Background: an optimization exercise with open tools, aiming at a short achievable clock period and few clock cycles. Do not read the settings as production practice.
No activity file was given, so power comes from the tool's default toggle rates.

Design icache_top, start of the top module:
module icache_top (
  input  logic                      clk_i,
  input  logic                      rst_ni,
  input  logic                      flush_i,
  input  logic                      if_req_i,
  input  logic [32-1:0] if_addr_i,
  output logic                      if_ack_o,
  output logic [31:0]               if_data_o,
  output logic                      m_arvalid_o,
  output logic [32-1:0] m_araddr_o,
  input  logic                      m_arready_i,
  input  logic                      m_rvalid_i,
  input  logic [31:0]               m_rdata_i,
  output logic                      m_rready_o
);
clock: 6.0 ns
lec_check: 0
abc_clock_period_in_ps: 3500
cap_margin: 20
core_margin: 2
core_utilization: 45
place_density: 0.6
setup_slack_margin: 2.5
slew_margin: 20
run.sh (not shown) runs the stock make flow with config.mk's settings and CLKGATE_MAP_FILE= SYNTH_SCRIPT=/design/flow/synth_recipe.tcl, a recipe that flattens the netlist after the stock synthesis.
==> next run, changes <==
==> flow/flow/run.sh (new file) <==
#!/bin/bash
# Standard ORFS layout, with the delay cells kept out of the port buffers and
# timing repair (plain buffers are faster for the I/O paths).
set -euo pipefail
export DONT_USE_CELLS="sky130_fd_sc_hd__clkdlybuf4s15_1 sky130_fd_sc_hd__clkdlybuf4s15_2 sky130_fd_sc_hd__clkdlybuf4s18_1 sky130_fd_sc_hd__clkdlybuf4s18_2 sky130_fd_sc_hd__clkdlybuf4s25_1 sky130_fd_sc_hd__clkdlybuf4s25_2 sky130_fd_sc_hd__clkdlybuf4s50_1 sky130_fd_sc_hd__clkdlybuf4s50_2 sky130_fd_sc_hd__dlygate4sd1_1 sky130_fd_sc_hd__dlygate4sd2_1 sky130_fd_sc_hd__dlygate4sd3_1 sky130_fd_sc_hd__dlymetal6s2s_1 sky130_fd_sc_hd__dlymetal6s4s_1 sky130_fd_sc_hd__dlymetal6s6s_1"
export BUFFER_PORTS_ARGS="-buffer_cell sky130_fd_sc_hd__buf_4"
bash standard.sh > standard.log 2>&1
==> flow/standard.sh (new file) <==
#!/bin/bash
# synth_recipe.tcl (not shown) runs the flow's synth.tcl, then flattens the netlist and writes it again
# the make line also repeats each setting of config.mk as NAME=value (left out here)
make -C /OpenROAD-flow-scripts/flow DESIGN_CONFIG=/design/flow/config.mk WORK_HOME=/design/flow/orfs CLKGATE_MAP_FILE= SYNTH_SCRIPT=/design/flow/synth_recipe.tcl "${@:-finish}"
- ABC_CLOCK_PERIOD_IN_PS: 3500 -> 1500
- CORE_UTILIZATION: 45 -> 55
- PLACE_DENSITY: 0.6 -> 0.65
- SETUP_SLACK_MARGIN: 2.5 -> 2.8
- TNS_END_PERCENT: not set -> 20
removed: flow/run.sh
Combinational power grows by 4.6%.
Worst setup slack gets better by 0.072 ns.
Clock power shrinks by about 4%.
Via count grows by 1.9%.
Clock skew shrinks by 0.019 ns.
Sequential cell count stays the same.
Non-clock buffer count shrinks by 9.
Wire length barely changes.
Function was not checked in any run of this note: the RTL went through the layout flow alone.

icache_top, a different RTL version from the one above (not shown whole).
Size: ~7,100 cells after synthesis, ~2,800 flip-flops, roughly 140 I/O pins.
==> flow/config.mk <==
export PLATFORM = sky130hd
export DESIGN_NAME = icache_top
export DESIGN_NICKNAME = icache_top
export VERILOG_FILES = /design/flow/design.v
export SDC_FILE = /design/flow/constraint.sdc
export NUM_CORES = 4
export LEC_CHECK = 0
export ABC_CLOCK_PERIOD_IN_PS = 3500
export CAP_MARGIN = 20
export CORE_MARGIN = 2
export CORE_UTILIZATION = 45
export PLACE_DENSITY = 0.6
export SETUP_SLACK_MARGIN = 2.5
export SLEW_MARGIN = 20
==> flow/constraint.sdc <==
create_clock -name core_clock -period 6.0 [get_ports {clk_i}]
set_input_delay 1.2000 -clock core_clock [delete_from_list [all_inputs] [get_ports {clk_i}]]
set_output_delay 1.2000 -clock core_clock [all_outputs]
set_load 0.01 [all_outputs]
standard.sh (not shown) runs the stock make flow with config.mk's settings and CLKGATE_MAP_FILE= SYNTH_SCRIPT=/design/flow/synth_recipe.tcl, a recipe that flattens the netlist after the stock synthesis.
==> flow/flow/run.sh <==
#!/bin/bash
# Standard ORFS layout, with the delay cells kept out of the port buffers and
# timing repair (plain buffers are faster for the I/O paths), and the fetch
# request pins placed together.
set -euo pipefail
export DONT_USE_CELLS="sky130_fd_sc_hd__clkdlybuf4s15_1 sky130_fd_sc_hd__clkdlybuf4s15_2 sky130_fd_sc_hd__clkdlybuf4s18_1 sky130_fd_sc_hd__clkdlybuf4s18_2 sky130_fd_sc_hd__clkdlybuf4s25_1 sky130_fd_sc_hd__clkdlybuf4s25_2 sky130_fd_sc_hd__clkdlybuf4s50_1 sky130_fd_sc_hd__clkdlybuf4s50_2 sky130_fd_sc_hd__dlygate4sd1_1 sky130_fd_sc_hd__dlygate4sd2_1 sky130_fd_sc_hd__dlygate4sd3_1 sky130_fd_sc_hd__dlymetal6s2s_1 sky130_fd_sc_hd__dlymetal6s4s_1 sky130_fd_sc_hd__dlymetal6s6s_1"
export BUFFER_PORTS_ARGS="-buffer_cell sky130_fd_sc_hd__buf_4"
export PRE_IO_PLACEMENT_TCL="$PWD/flow/pins.tcl"
bash standard.sh > standard.log 2>&1
==> flow/flow/pins.tcl <==
# The fetch request, its address and the signals that depend on it in the
# same cycle sit together on one edge, so the address compare stays short.
set_io_pin_constraint -pin_names {if_req_i if_addr_i[*] if_ack_o m_arvalid_o m_rvalid_i m_arready_i} -region left:150-400
Rerun with:
--- a/flow/flow/run.sh
+++ b/flow/flow/run.sh
@@ -2,4 +2,3 @@
 # Standard ORFS layout, with the delay cells kept out of the port buffers and
-# timing repair (plain buffers are faster for the I/O paths), and the fetch
-# request pins placed together.
+# timing repair (plain buffers are faster for the I/O paths).
 set -euo pipefail
@@ -7,3 +6,2 @@
 export BUFFER_PORTS_ARGS="-buffer_cell sky130_fd_sc_hd__buf_4"
-export PRE_IO_PLACEMENT_TCL="$PWD/flow/pins.tcl"
 bash standard.sh > standard.log 2>&1
removed: flow/flow/pins.tcl
=> The changed run completed with no timing, DRC or antenna violations. Global-route usage came out higher by 0.16 points. Non-clock buffer count rises by 35. Worst setup slack gains 73 ps. Routed wire length increases slightly. Clock power falls by a few percent. Core utilization is about the same. Sequential share of layout area hardly moves. Via count hardly moves.
No functional check of the RTL was part of any run of this note.

[afterwards: timing with drivers on the ports]
How much do the figures lean on ideal ports? The routed layouts below were timed once more, with nothing changed but the port constraints.
Step 1, drivers: a clkbuf_16 drives clk_i and a buf_2 each remaining input, both assumed.
Step 2, shift: input delay + t, output delay - t, t = (earliest + latest rising clock arrival at the registers) / 2. This alone moves slack from input paths to output paths.
a / b / c = ideal ports / drivers / drivers and shift; a / b = the first two.
run	shift t [ns]	setup WS [ns]	clock arrival spread, ns	worst slew at a driven data input, ns	cell pins on the clock port's net
the first run of note 1	1.014	1.730 / 1.533 / 0.861	0.081 / 0.081	0.28	1
the second run of note 1	1.045	1.802 / 1.628 / 0.981	0.060 / 0.060	0.30	1
the first run of note 2	1.019	1.925 / 1.496 / 0.980	0.076 / 0.076	0.51	1
the second run of note 2	0.966	1.998 / 1.847 / 1.262	0.095 / 0.094	0.41	1
After both steps setup and hold are still met in every run listed. For the first run of note 2, which loses most, drivers alone change the setup slack by -0.429 ns; drivers and shift together by -0.945 ns.
